Background: an optimization exercise with open tools, aiming at small area. Do not read the settings as production practice. The RTL was checked by simulation tests, not by an equivalence proof against the original design. The clock port is modelled as an ideal driver; clocking choices that lean on that would not hold on a real chip. Power is estimated from default activity; no workload was simulated.

`flow/design.v`:
```
module i281_trace_buffer #(
   parameter int DEPTH     = 64,
   parameter int NUM_REGS  = 4,
   parameter int REG_W     = 8,
   parameter int INSTR_W   = 5,
   parameter int STATE_W   = 5,
   parameter int FLAG_W    = 4,
   parameter int CYC_W     = 16,
   parameter int POST_TRIG = 8
) (
   input  logic                      clock,
   input  logic                      reset_n,
   input  logic                      capture_en,
   input  logic [INSTR_W-1:0]        instr,
   input  logic [STATE_W-1:0]        state,
   input  logic [NUM_REGS*REG_W-1:0] regs,
   input  logic [FLAG_W-1:0]         flags,
   input  logic                      arm,
   input  logic                      trig_en,
   input  logic [INSTR_W-1:0]        trig_instr,
   input  logic [STATE_W-1:0]        trig_state,
   output logic                      busy,
   output logic                      done,
   output logic                      wrapped,
   input  logic                      rd_start,
   input  logic                      rd_ready,
   output logic                      rd_valid,
   output logic [CYC_W+INSTR_W+STATE_W+NUM_REGS*REG_W+FLAG_W-1:0] rd_data,
   output logic                      rd_last
);
   localparam int AW       = $clog2(DEPTH);
   localparam int FW       = AW + 1;
   localparam int PW       = (POST_TRIG > 1) ? $clog2(POST_TRIG) : 1;
   localparam int SNAP_W   = INSTR_W + STATE_W + NUM_REGS*REG_W + FLAG_W;
   localparam int ENTRY_W  = CYC_W + SNAP_W;
   localparam int INS_STEP = 4;                       
   localparam int SW       = $clog2(INS_STEP);
   localparam int NINS     = DEPTH / INS_STEP;        
   localparam int RD_POS   = 1;                       
   typedef enum logic [2:0] {
      ST_IDLE,
      ST_ARMED,
      ST_POST,
      ST_DONE,
      ST_RSETUP,
      ST_READOUT
   } state_e;
   state_e             state_q, state_d;
   logic [FW-1:0]      fill_q, fill_d;        
   logic [PW-1:0]      post_cnt_q, post_cnt_d;
   logic               wrapped_q, wrapped_d;
   logic [CYC_W-1:0]   cyc_q, cyc_d;
   logic [AW-1:0]      off_q, off_d;          
   logic [INS_STEP-1:1] pend_q, pend_d;       
   logic               rd_valid_q, rd_valid_d;
   logic               rd_last_q, rd_last_d;
   logic [ENTRY_W-1:0] rd_data_q;
   logic [ENTRY_W-1:0] ring_q [DEPTH];
   logic [SNAP_W-1:0]  dly_q  [2:INS_STEP-1];    
   logic [SNAP_W-1:0]  dly1;                     
   logic               capturing, reading, full, wr_en, trig_hit;
   logic [SNAP_W-1:0]  snap, ins_snap;
   logic [ENTRY_W-1:0] ins_data;
   logic [SW-1:0]      src;
   logic               have, due, fetch;
   assign capturing = (state_q == ST_ARMED) || (state_q == ST_POST);
   assign reading   = (state_q == ST_READOUT);
   assign full      = fill_q[FW-1];
   assign wr_en     = capturing && capture_en && !arm;
   assign trig_hit  = (state_q == ST_ARMED) && capture_en && trig_en &&
                      (instr == trig_instr) && (state == trig_state);
   assign snap      = {instr, state, regs, flags};
   always_comb begin
      src  = '0;
      have = wr_en;
      for (int k = 1; k < INS_STEP; k++) begin
         if (pend_q[k]) begin
            src  = SW'(k);
            have = 1'b1;
         end
      end
   end
   assign due      = have && (off_q[SW-1:0] == '0);
   assign dly1     = rd_data_q[SNAP_W-1:0];
   assign ins_snap = (src == '0) ? snap : (src == SW'(1)) ? dly1 : dly_q[src];
   assign ins_data = {cyc_q - CYC_W'(src), ins_snap};
   assign fetch = reading && (off_q == AW'(RD_POS + 1)) &&
                  (!rd_valid_q || (rd_ready && !rd_last_q));
   always_comb begin
      state_d    = state_q;
      fill_d     = fill_q;
      post_cnt_d = post_cnt_q;
      wrapped_d  = wrapped_q;
      cyc_d      = cyc_q + CYC_W'(1);      
      off_d      = (due || fetch) ? off_q : off_q + AW'(1);
      rd_valid_d = rd_valid_q;
      rd_last_d  = rd_last_q;
      for (int k = 1; k < INS_STEP; k++) begin
         pend_d[k] = ((k == 1) ? wr_en : pend_q[k-1]) && !(due && (src == SW'(k - 1)));
      end
      if (arm) begin
         state_d    = ST_ARMED;
         fill_d     = '0;
         post_cnt_d = '0;
         wrapped_d  = 1'b0;
         cyc_d      = '0;
         pend_d     = '0;
         rd_valid_d = 1'b0;
         rd_last_d  = 1'b0;
      end else begin
         unique case (state_q)
            ST_IDLE: begin
            end
            ST_ARMED, ST_POST: begin
               if (capture_en) begin
                  if (full) wrapped_d = 1'b1;
                  else      fill_d    = fill_q + FW'(1);
               end
               if (trig_hit) begin
                  post_cnt_d = '0;
                  state_d    = ST_POST;
               end else if ((state_q == ST_POST) && capture_en) begin
                  post_cnt_d = post_cnt_q + PW'(1);
                  if (post_cnt_q == PW'(POST_TRIG - 1)) state_d = ST_DONE;
               end
            end
            ST_DONE: begin
               if (rd_start) state_d = ST_RSETUP;
            end
            ST_RSETUP: begin
               if (pend_q == '0) begin
                  state_d = ST_READOUT;
                  off_d   = off_q + AW'(1) + fill_q[AW-1:0];
               end
            end
            ST_READOUT: begin
               if (fetch) begin
                  rd_valid_d = 1'b1;
                  rd_last_d  = (fill_q == FW'(1));
                  fill_d     = fill_q - FW'(1);
               end else if (rd_valid_q && rd_ready) begin
                  rd_valid_d = 1'b0;
                  if (rd_last_q) begin
                     rd_last_d = 1'b0;
                     state_d   = ST_IDLE;
                  end
               end
            end
            default: begin
               state_d = ST_IDLE;
            end
         endcase
      end
   end
   always_ff @(posedge clock or negedge reset_n) begin
      if (!reset_n) begin
         state_q    <= ST_IDLE;
         wrapped_q  <= 1'b0;
         off_q      <= '0;
         pend_q     <= '0;
         rd_valid_q <= 1'b0;
         rd_last_q  <= 1'b0;
      end else begin
         state_q    <= state_d;
         wrapped_q  <= wrapped_d;
         off_q      <= off_d;
         pend_q     <= pend_d;
         rd_valid_q <= rd_valid_d;
         rd_last_q  <= rd_last_d;
      end
   end
   always_ff @(posedge clock) begin
      fill_q     <= fill_d;
      post_cnt_q <= post_cnt_d;
      cyc_q      <= cyc_d;
   end
   logic [NINS-1:0]    pm_q, pm_d;
   logic [NINS-1:0]    ins_sel, ins_selb;
   always_comb begin
      for (int j = 0; j < NINS; j++) begin
         pm_d[j]     = (off_d == AW'(j * INS_STEP));
         ins_sel[j]  = have && pm_q[j];
         ins_selb[j] = !have || (off_q != AW'(j * INS_STEP));
      end
   end
   always_ff @(posedge clock) begin
      pm_q <= pm_d;
   end
   always_ff @(posedge clock) begin
      for (int p = 0; p < DEPTH; p++) begin
         if (p % INS_STEP != 0) begin
            ring_q[p] <= ring_q[p-1];
         end else begin
            ring_q[p] <= ~((ring_q[(p + DEPTH - 1) % DEPTH] | {ENTRY_W{ins_sel[p / INS_STEP]}}) &
                           ({ENTRY_W{ins_selb[p / INS_STEP]}} |
                            (((p / INS_STEP) % 2 == 1) ? ins_data : ~ins_data)));
         end
      end
      for (int k = 2; k < INS_STEP; k++) begin
         dly_q[k] <= (k == 2) ? dly1 : dly_q[k-1];
      end
      if (fetch) rd_data_q[ENTRY_W-1:SNAP_W] <= ring_q[RD_POS][ENTRY_W-1:SNAP_W];
      if (!reading)   rd_data_q[SNAP_W-1:0] <= snap;
      else if (fetch) rd_data_q[SNAP_W-1:0] <= ring_q[RD_POS][SNAP_W-1:0];
   end
   assign busy     = capturing;
   assign done     = (state_q == ST_DONE);
   assign wrapped  = wrapped_q;
   assign rd_valid = rd_valid_q;
   assign rd_data  = rd_data_q;
   assign rd_last  = rd_last_q;
endmodule
```
`flow/flow/run.sh`:
```
#!/bin/bash
set -euo pipefail
CTS_ARGS="-sink_clustering_enable -repair_clock_nets -dont_use_dummy_load -sink_clustering_size 18 -sink_clustering_max_diameter 70 -buf_list sky130_fd_sc_hd__clkbuf_8 -sink_clustering_buffer sky130_fd_sc_hd__clkbuf_8 -tree_buf sky130_fd_sc_hd__clkbuf_4 -root_buf sky130_fd_sc_hd__clkbuf_8"
bash standard.sh finish \
  "CTS_ARGS=${CTS_ARGS}" \
  "BUFFER_PORTS_ARGS=-buffer_cell sky130_fd_sc_hd__buf_1" \
  > flow_make.log 2>&1
test -f out/final.def
```
`flow/standard.sh`:
```
#!/bin/bash
# synth_recipe.tcl (not shown) runs the flow's synth.tcl, then flattens the netlist and writes it again
# the make line also repeats each setting of config.mk as NAME=value (left out here)
make -C /OpenROAD-flow-scripts/flow DESIGN_CONFIG=/design/flow/config.mk WORK_HOME=/design/flow/orfs CLKGATE_MAP_FILE= SYNTH_SCRIPT=/design/flow/synth_recipe.tcl "${@:-finish}"
```
`flow/config.mk`:
```
export PLATFORM = sky130hd
export DESIGN_NAME = i281_trace_buffer
export DESIGN_NICKNAME = i281_trace_buffer
export VERILOG_FILES = /design/flow/design.v
export SDC_FILE = /design/flow/constraint.sdc
export NUM_CORES = 4
export LEC_CHECK = 0
export CAP_MARGIN = 20
export CORE_MARGIN = 2
export CORE_UTILIZATION = 72
export PLACE_DENSITY = 0.8
export SLEW_MARGIN = 20
```
`flow/constraint.sdc`:
```
create_clock -name core_clock -period 6.0 [get_ports {clock}]
set_input_delay 1.2000 -clock core_clock [delete_from_list [all_inputs] [get_ports {clock}]]
set_output_delay 1.2000 -clock core_clock [all_outputs]
set_load 0.01 [all_outputs]
```
==> metrics.yaml, run 1 <==
status: "finished clean"
seq_area_frac_synth: 0.8773
totalPowerFinal_mw: 54.83
die_area_sq_um: 136500
vias_per_cell: 5.803
dp_cells: 7844
dp_worst_setup_slack_ns: 1.226
start_util: 0.7232
synth.distinct_cells: 67
cts_resized: 0
clk_latency_ns: 1.06
fin_ws_ns: 1.697
io_buffers: 129
core_region_area_sq_um: 133000
clock-sinks: 4179
reg2reg_depth: 9
synthFlopType: "dfxtp_1"
cts_setup_buffers: 0
slew-limit-headroom: 0.1708
setup_viol_count_final: 0
p_leak_nw: 40.49
async_reset_ff_frac: 0.003589
cp.required_ns: 6.89
grt_first_pass_wirelength_mm: 298.3
synth_nets: 6253
dp_hpwl_mm: 108.2
finClkSkew_ns: 0.08007
hold_ws_ns: 0.2468
drtIter0Drc: 4037
htree_levels: 5
hp-class: "reg2reg"
antenna_left: 0
clk_pin_slew_ns: 0.11
synth-seq-cells: 4179
timing.final.crit_share: 0.7172
setup.worst_path.start_class: "flop"
final_util: 0.7715
vias: 47250
worst_slew_pin_slew_ns: 1.244
p_per_area_nw_per_um2: 534.5
clock.fmax_mhz: 232.4
area_growth_pct: 6.678
hold_violations: 0
wire_per_inst_um: 24.81
most-common-layout-cells: "dfxtp_1 (4102), o22ai_1 (994), clkbuf_8 (267)"
cts-root-buf: "clkbuf_8"
drv_cap: 0
stdcell_count: 8142
min-delay-start: "ring_q[13][51]"
grt_pass1_vias: 47950
die_w_um: 369.4
critPathMaxFanout: 41
synth_warnings: 95
cts-buffers-inserted: 283
ios: 130
crit_arrival_ns: 5.20
grt_use_total: 0.2945
synth_edf_count: 62
grt_overflow: 0
r2r_start: "off_q[0]"
nNetsFinal: 6449
synth.avg_cell_area_sq_um: 15.58
die_y_um: 369.4
tns_ns: 0
final_common_cell: "dfxtp_1"
totalWireLength_mm: 202.0
min_path_cells: 0
layout-drive-gt1-share: 0.06943
firstDrtPassIters: 5
cp-end-kind: "flop"
rsz0062_at_grt: "false"
antenna_found_initial: 12
rows: 134
syn-instance-count: 6172
syn_area_sq_um: 96150
period_needed_ns: 4.303
placed_area_sq_um: 98620
cp-startpoint: "off_q[0]"
grt_max_degree: 78
cts_tree: "yes"
hold_buffers: 0
ir_worst_vdd_uv: 344.5
final_cell_area_sq_um: 102600
criticalPathCategory: "reg2reg"
gp_congestion: 0.8037
cts_max_path_buffers: 4
drc: 0
maxSlewViolCount: 0
-- sequential cells by signal (all words and copies together) (netlist names) --
signal,cells
rd_valid_q,1
post_cnt_q,3
wrapped_q,1
rd_last_q,1
pm_q,16
ring_q,3968
pend_q,3
state_q,3
fill_q,7
cyc_q,16
dly_q,92
off_q,6
rd_data_q,62
-- layer usage --
| metal | global-route usage | vias to the layer above | wire length, um |
|---|---|---|---|
| li1 | - | 21450 | - |
| met3 | 0.05193 | 303 | 13600 |
| met5 | 0 | - | 31 |
| met4 | 0.08430 | 4 | 4268 |
| met1 | 0.4369 | 23830 | 92470 |
| met2 | 0.4504 | 1668 | 91660 |
-- cells in the mapped netlist (all sizes together) (10+ instances only) --
cell	count	area share
dfrtp	15	0.0039
a21oi	23	0.0012
o22ai	994	0.065
xor2	24	0.0022
nor2	90	0.0035
a221o	47	0.0049
dfxtp	4102	0.85
a22oi	49	0.0038
inv	18	0.00070
buf	36	0.0017
nand3	20	0.0011
a221oi	46	0.0042
edfxtp	62	0.019
and2	18	0.0012
ha	16	0.0021
nor2b	10	0.00065
nand2	180	0.0071
o21ai	16	0.00083
xnor2	37	0.0035
clkbuf	252	0.0099
nor3	25	0.0014
-- critical path, cell delays in order (launching register included) --
cell and delay (ns):
dfrtp_1 0.45, inv_1 0.18, ha_1 0.39, nand2b_1 0.25
o32ai_4 0.46, nor2_2 0.18, nor2_1 0.71, nand2_4 0.73
buf_4 0.52, o22ai_1 0.28
-- cells by family (layout without fill, tap and decap cells) --
family	Yosys count	count (layout)	share of synthesized area
adders and majority gates	18	18	0.002498
AOI/OAI and AO/OA	1208	1208	0.08287
other	0	8	0
muxes	1	1	0.0001041
xor gates and xnor gates	61	61	0.005713
and+or+nand+nor	399	399	0.01922
DFF	4179	4179	0.8773
buffers and inverters	306	500	0.01227
-- worst paths after layout --
| check | endpoint | slack [ns] |
|---|---|---|
| max reg2reg | ring_q[12][21] | 1.70 |
| min reg2reg | ring_q[14][51] | 0.25 |
| max in group asynchronous | pend_q[3] | 5.09 |
| max | ring_q[12][21] | 1.70 |
| min | ring_q[14][51] | 0.25 |
| min in group asynchronous | pend_q[2] | 0.27 |
-- where the power goes --
part | switching, mW | internal, mW
Clock | 7.78 | 4.16
Combinational | 2.71 | 1.25
Sequential | 2.61 | 36.3
Total | 13.1 | 41.7
-- cell type report --
cell class | count | area, sq um
Fill cell | 6962 | 30380
Timing Repair Buffer | 199 | 1082
Tap cell | 1768 | 2212
Sequential cell | 4179 | 84360
Multi-Input combinational cell | 1687 | 11030
Clock buffer | 283 | 3795
Antenna cell | 8 | 20.02
Inverter | 18 | 67.56
==> run 2: changes to the inputs <==
--- a/flow/design.v
+++ b/flow/design.v
@@ -57,9 +57,8 @@
    logic [ENTRY_W-1:0] rd_data_q;
    logic [ENTRY_W-1:0] ring_q [DEPTH];
-   logic [SNAP_W-1:0]  dly_q  [2:INS_STEP-1];    
-   logic [SNAP_W-1:0]  dly1;                     
+   logic [ENTRY_W-1:0] dly_q  [2:INS_STEP-1];    
+   logic [ENTRY_W-1:0] dly1;                     
    logic               capturing, reading, full, wr_en, trig_hit;
-   logic [SNAP_W-1:0]  snap, ins_snap;
-   logic [ENTRY_W-1:0] ins_data;
+   logic [ENTRY_W-1:0] entry, ins_data;
    logic [SW-1:0]      src;
    logic               have, due, fetch;
@@ -70,5 +69,5 @@
    assign trig_hit  = (state_q == ST_ARMED) && capture_en && trig_en &&
                       (instr == trig_instr) && (state == trig_state);
-   assign snap      = {instr, state, regs, flags};
+   assign entry     = {cyc_q, instr, state, regs, flags};
    always_comb begin
       src  = '0;
@@ -82,7 +81,6 @@
    end
    assign due      = have && (off_q[SW-1:0] == '0);
-   assign dly1     = rd_data_q[SNAP_W-1:0];
-   assign ins_snap = (src == '0) ? snap : (src == SW'(1)) ? dly1 : dly_q[src];
-   assign ins_data = {cyc_q - CYC_W'(src), ins_snap};
+   assign dly1     = rd_data_q;
+   assign ins_data = (src == '0) ? entry : (src == SW'(1)) ? dly1 : dly_q[src];
    assign fetch = reading && (off_q == AW'(RD_POS + 1)) &&
                   (!rd_valid_q || (rd_ready && !rd_last_q));
@@ -92,5 +90,5 @@
       post_cnt_d = post_cnt_q;
       wrapped_d  = wrapped_q;
-      cyc_d      = cyc_q + CYC_W'(1);      
+      cyc_d      = cyc_q;
       off_d      = (due || fetch) ? off_q : off_q + AW'(1);
       rd_valid_d = rd_valid_q;
@@ -113,4 +111,5 @@
             end
             ST_ARMED, ST_POST: begin
+               cyc_d = cyc_q + CYC_W'(1);
                if (capture_en) begin
                   if (full) wrapped_d = 1'b1;
@@ -200,7 +199,6 @@
          dly_q[k] <= (k == 2) ? dly1 : dly_q[k-1];
       end
-      if (fetch) rd_data_q[ENTRY_W-1:SNAP_W] <= ring_q[RD_POS][ENTRY_W-1:SNAP_W];
-      if (!reading)   rd_data_q[SNAP_W-1:0] <= snap;
-      else if (fetch) rd_data_q[SNAP_W-1:0] <= ring_q[RD_POS][SNAP_W-1:0];
+      if (!reading)  rd_data_q <= entry;
+      else if (fetch) rd_data_q <= ring_q[RD_POS];
    end
    assign busy     = capturing;
==> flow/flow/run.sh (replaced) <==
#!/bin/bash
set -euo pipefail
CTS_ARGS="-sink_clustering_enable -repair_clock_nets -dont_use_dummy_load -sink_clustering_size 24 -sink_clustering_max_diameter 55 -buf_list sky130_fd_sc_hd__clkbuf_8 -sink_clustering_buffer sky130_fd_sc_hd__clkbuf_8 -tree_buf sky130_fd_sc_hd__clkbuf_4 -root_buf sky130_fd_sc_hd__clkbuf_8"
bash standard.sh finish \
  "CTS_ARGS=${CTS_ARGS}" \
  "BUFFER_PORTS_ARGS=-buffer_cell sky130_fd_sc_hd__buf_1" \
  "POST_CTS_TCL=$(pwd)/flow/post_cts.tcl" \
  > flow_make.log 2>&1
test -f out/final.def
==> flow/flow/post_cts.tcl (new file) <==
# Sourced by ORFS at the end of CTS (POST_CTS_TCL). Upsizes each leaf clock buffer whose
# flip-flop clock pins see a slow edge in the placement estimate, then re-legalizes.
# Only the buffer's size changes; the tree and its sinks stay as CTS built them.
estimate_parasitics -placement
set lim 0.110
set up 0
foreach inst [get_cells *] {
  if {[get_property $inst ref_name] ne "sky130_fd_sc_hd__clkbuf_8"} { continue }
  set net [get_nets -of_objects [get_pins -of_objects $inst -filter "direction==output"]]
  set worst 0
  foreach p [get_pins -of_objects $net -filter "direction==input"] {
    set s [get_property $p slew_max]
    if {$s > $worst} { set worst $s }
  }
  if {$worst > $lim} {
    replace_cell $inst sky130_fd_sc_hd__clkbuf_16
    incr up
  }
}
puts "post_cts: upsized $up clock buffers"
if {$up > 0} {
  detailed_placement
  check_placement -verbose
  estimate_parasitics -placement
}
==> run 2 against run 1 <==
  * Still clean
  * Combinational power is 2% lower
  * Wire length up 11%
  * Sequential power is 2% higher
  * Largest cell class unchanged
  * Largest power group unchanged
==> metrics.yaml, run 2 <==
period_needed_ns: 4.222
dp_hpwl_mm: 112.2
die_w_um: 371.2
most-common-layout-cells: "dfxtp_1 (4134), o22ai_1 (993), nand2_1 (207)"
status: "finished clean"
grt_max_degree: 79
cp.required_ns: 6.71
power_frac_seq: 0.698
reg.largest.list: "ring_q x3968, dly_q x124, rd_data_q x62"
criticalPathCategory: "reg2reg"
clk_latency_ns: 1.06
synthTopCellsByCount: "dfxtp_1 (4134), o22ai_1 (993), clkbuf_1 (277), nand2_1 (219), nor2_1 (99)"
rsz0062_at_grt: "false"
p_sw_frac: 0.2392
ios: 130
clock-sinks: 4211
async_reset_ff_frac: 0.003562
tns_ns: 0
finClkSkew_ns: 0.1996
synthFlopType: "dfxtp_1"
grt_use_total: 0.3199
final_util: 0.7821
globalRouteMet1Util: 0.4453
synth_top_cell_by_area: "dfxtp_1"
antenna_left: 0
layout-drive-gt1-share: 0.05857
synth_most_common_cell: "dfxtp_1"
synth.avg_cell_area_sq_um: 15.45
largest_register: "ring_q"
cts_tree: "yes"
drv_cap: 0
rows: 134
grt_first_pass_wirelength_mm: 323.0
use_met3: 0.05904
p_int_mw: 43.22
grt_busiest_layer: "met2"
synth_top_area_frac: 0.8525
synthTopCellsByArea: "dfxtp_1 (85%), o22ai_1 (6.4%), edfxtp_1 (1.9%)"
cp-end-kind: "flop"
synth_edf_count: 62
vias: 49620
netSwitchingPower_mw: 13.59
drc: 0
syn-instance-count: 6282
io_buffers: 129
slew-limit-headroom: 0.1821
area_growth_pct: 7.655
die_y_um: 371.2
synth_warnings: 127
clk_pin_slew_ns: 0.10
drtIter0Drc: 4837
grt_overflow: 0
core_region_area_sq_um: 133600
setup.worst_path.start_class: "flop"
p_clk_frac: 0.233
ir_worst_vdd_uv: 257.6
nNetsFinal: 6483
maxSlewViolCount: 0
clock.fmax_mhz: 236.8
firstDrtPassIters: 5
p_per_area_nw_per_um2: 543.6
stdcell_count: 8182
synth-seq-cells: 4211
combinationalPowerShare: 0.068
crit_arrival_ns: 4.94
totalWireLength_mm: 223.4
synth.distinct_cells: 65
hp-class: "reg2reg"
critPathMaxFanout: 47
die_area_sq_um: 137800
wire_per_inst_um: 27.30
gp_congestion: 0.7915
grt_use_met2: 0.5110
dp_cells: 7961
vias_per_cell: 6.064
timing.final.crit_share: 0.7037
synth_nets: 6360
final_common_cell: "dfxtp_1"
worst_slew_pin_slew_ns: 1.227
hold_violations: 0
start_util: 0.7265
grt_pass1_vias: 50760
syn_area_sq_um: 97070
antenna_found_initial: 7
seq_area_frac_synth: 0.8756
largest_reg_flops: 3968
p_leak_nw: 41.34
setup_viol_count_final: 0
run 2: cell count changes in the layout (fill, tap and decap cells not counted), sizes merged, moves of 9 or more:
cell / before / now
a221oi: 46 / 62
a221o: 47 / 62
xnor2: 37 / 10
dfxtp: 4102 / 4134
a21oi: 23 / 34
buf: 198 / 218
nand2: 180 / 219
nor3b: 4 / 16
nor2: 90 / 99
clkbuf: 284 / 202
run 2: area by class of cell:
class | count | area, sq um
fill | 6732 | 29120
inverter | 13 | 48.80
multi-input combinational | 1759 | 11340
tap | 1768 | 2212
clock buffer | 201 | 4536
antenna | 11 | 27.53
sequential | 4211 | 85000
timing repair buffer | 219 | 1334
run 2: worst paths after layout:
path	startpoint	end	slack, ns	depth (start not counted)
worst max-delay path	pend_q[2]	ring_q[12][53]	1.78	8
worst min-delay path	ring_q[17][48]	ring_q[18][48]	0.22	0
worst max register to register	pend_q[2]	ring_q[12][53]	1.78	8
worst min register to register	ring_q[17][48]	ring_q[18][48]	0.22	0
max in group asynchronous	reset_n	pend_q[2]	4.97	1
min in group asynchronous	reset_n	state_q[0]	0.28	1
run 2: worst max-delay path: stages, from the launching register on:
cell and delay (ns):
dfrtp_4 0.78, nor3_2 0.73, o32ai_1 0.22, buf_4 0.21, or2_1 0.31, and3_1 0.38, nand2_4 0.66, buf_4 0.56
o22ai_1 0.15
run 2: kinds of logic after synthesis:
logic type,Yosys count,synth area share
AO/OA/AOI/OAI,1263,0.08642
XOR/XNOR,31,0.002874
adder cells (fa/ha/maj),15,0.002011
buffers and inverters,312,0.01218
flip-flops,4211,0.8756
multiplexers,2,0.0002062
AND/OR/NAND/NOR,448,0.02071
run 2: routing by layer:
metal / wire length [um] / vias to the layer above
met3: 16990 / 427
met1: 94160 / 25210
li1: - / 21790
met4: 5712 / 2
met2: 106500 / 2186
met5: 11 / -
run 2: per-stage QoR:
stage               instance area (sq um)  hold slack (ns)  power [mW]  worst slack, ns
finish                             104500           0.2160       56.81            1.778
global route                       104500           0.2306       58.49            1.642
detailed placement                  99750           0.3121       43.39            1.290
global placement                    99640           0.3097       42.79            1.392
floorplan                           97070           0.3096       40.74            1.924
run 2: power by group through the flow:
stage / logic, mW / clock network (mW) / registers [mW]
after floorplan: 2.20 / 0 / 38.5
after global placement: 3.38 / 0 / 39.4
after detailed placement: 3.61 / 0 / 39.8
after global routing: 4.11 / 14.2 / 40.2
final: 3.88 / 13.3 / 39.7

## what the ideal ports hide
Ports are ideal in the flow. The routed layouts listed here were re-timed in OpenROAD.
Step 1 (the two cells are an assumption about what drives the block):
set clk [get_ports {clock}]
set_driving_cell -lib_cell sky130_fd_sc_hd__clkbuf_16 $clk
set_driving_cell -lib_cell sky130_fd_sc_hd__buf_2 [delete_from_list [all_inputs] $clk]
Step 2 moves the port delays by t, midway between the first and last clock arrival at a register: inputs arrive t later, outputs are due t later. That takes back most of the time a late clock gives input paths.
Three values: ideal, step 1, step 2; two values: the first two.
| run | shift t [ns] | setup WS [ns] | hold WS [ns] | pins driven straight from the clock port |
|---|---|---|---|---|
| run 1 | 1.089 | 1.697 / 1.697 / 1.093 | 0.247 / 0.221 / 0.247 | 1 |
| run 2 | 1.053 | 1.778 / 1.778 / 1.306 | 0.216 / 0.216 / 0.216 | 1 |
After both steps every run listed still meets setup and hold. For run 1, which loses most, drivers alone change the setup slack by 0.000 ns; drivers and shift together by -0.604 ns.
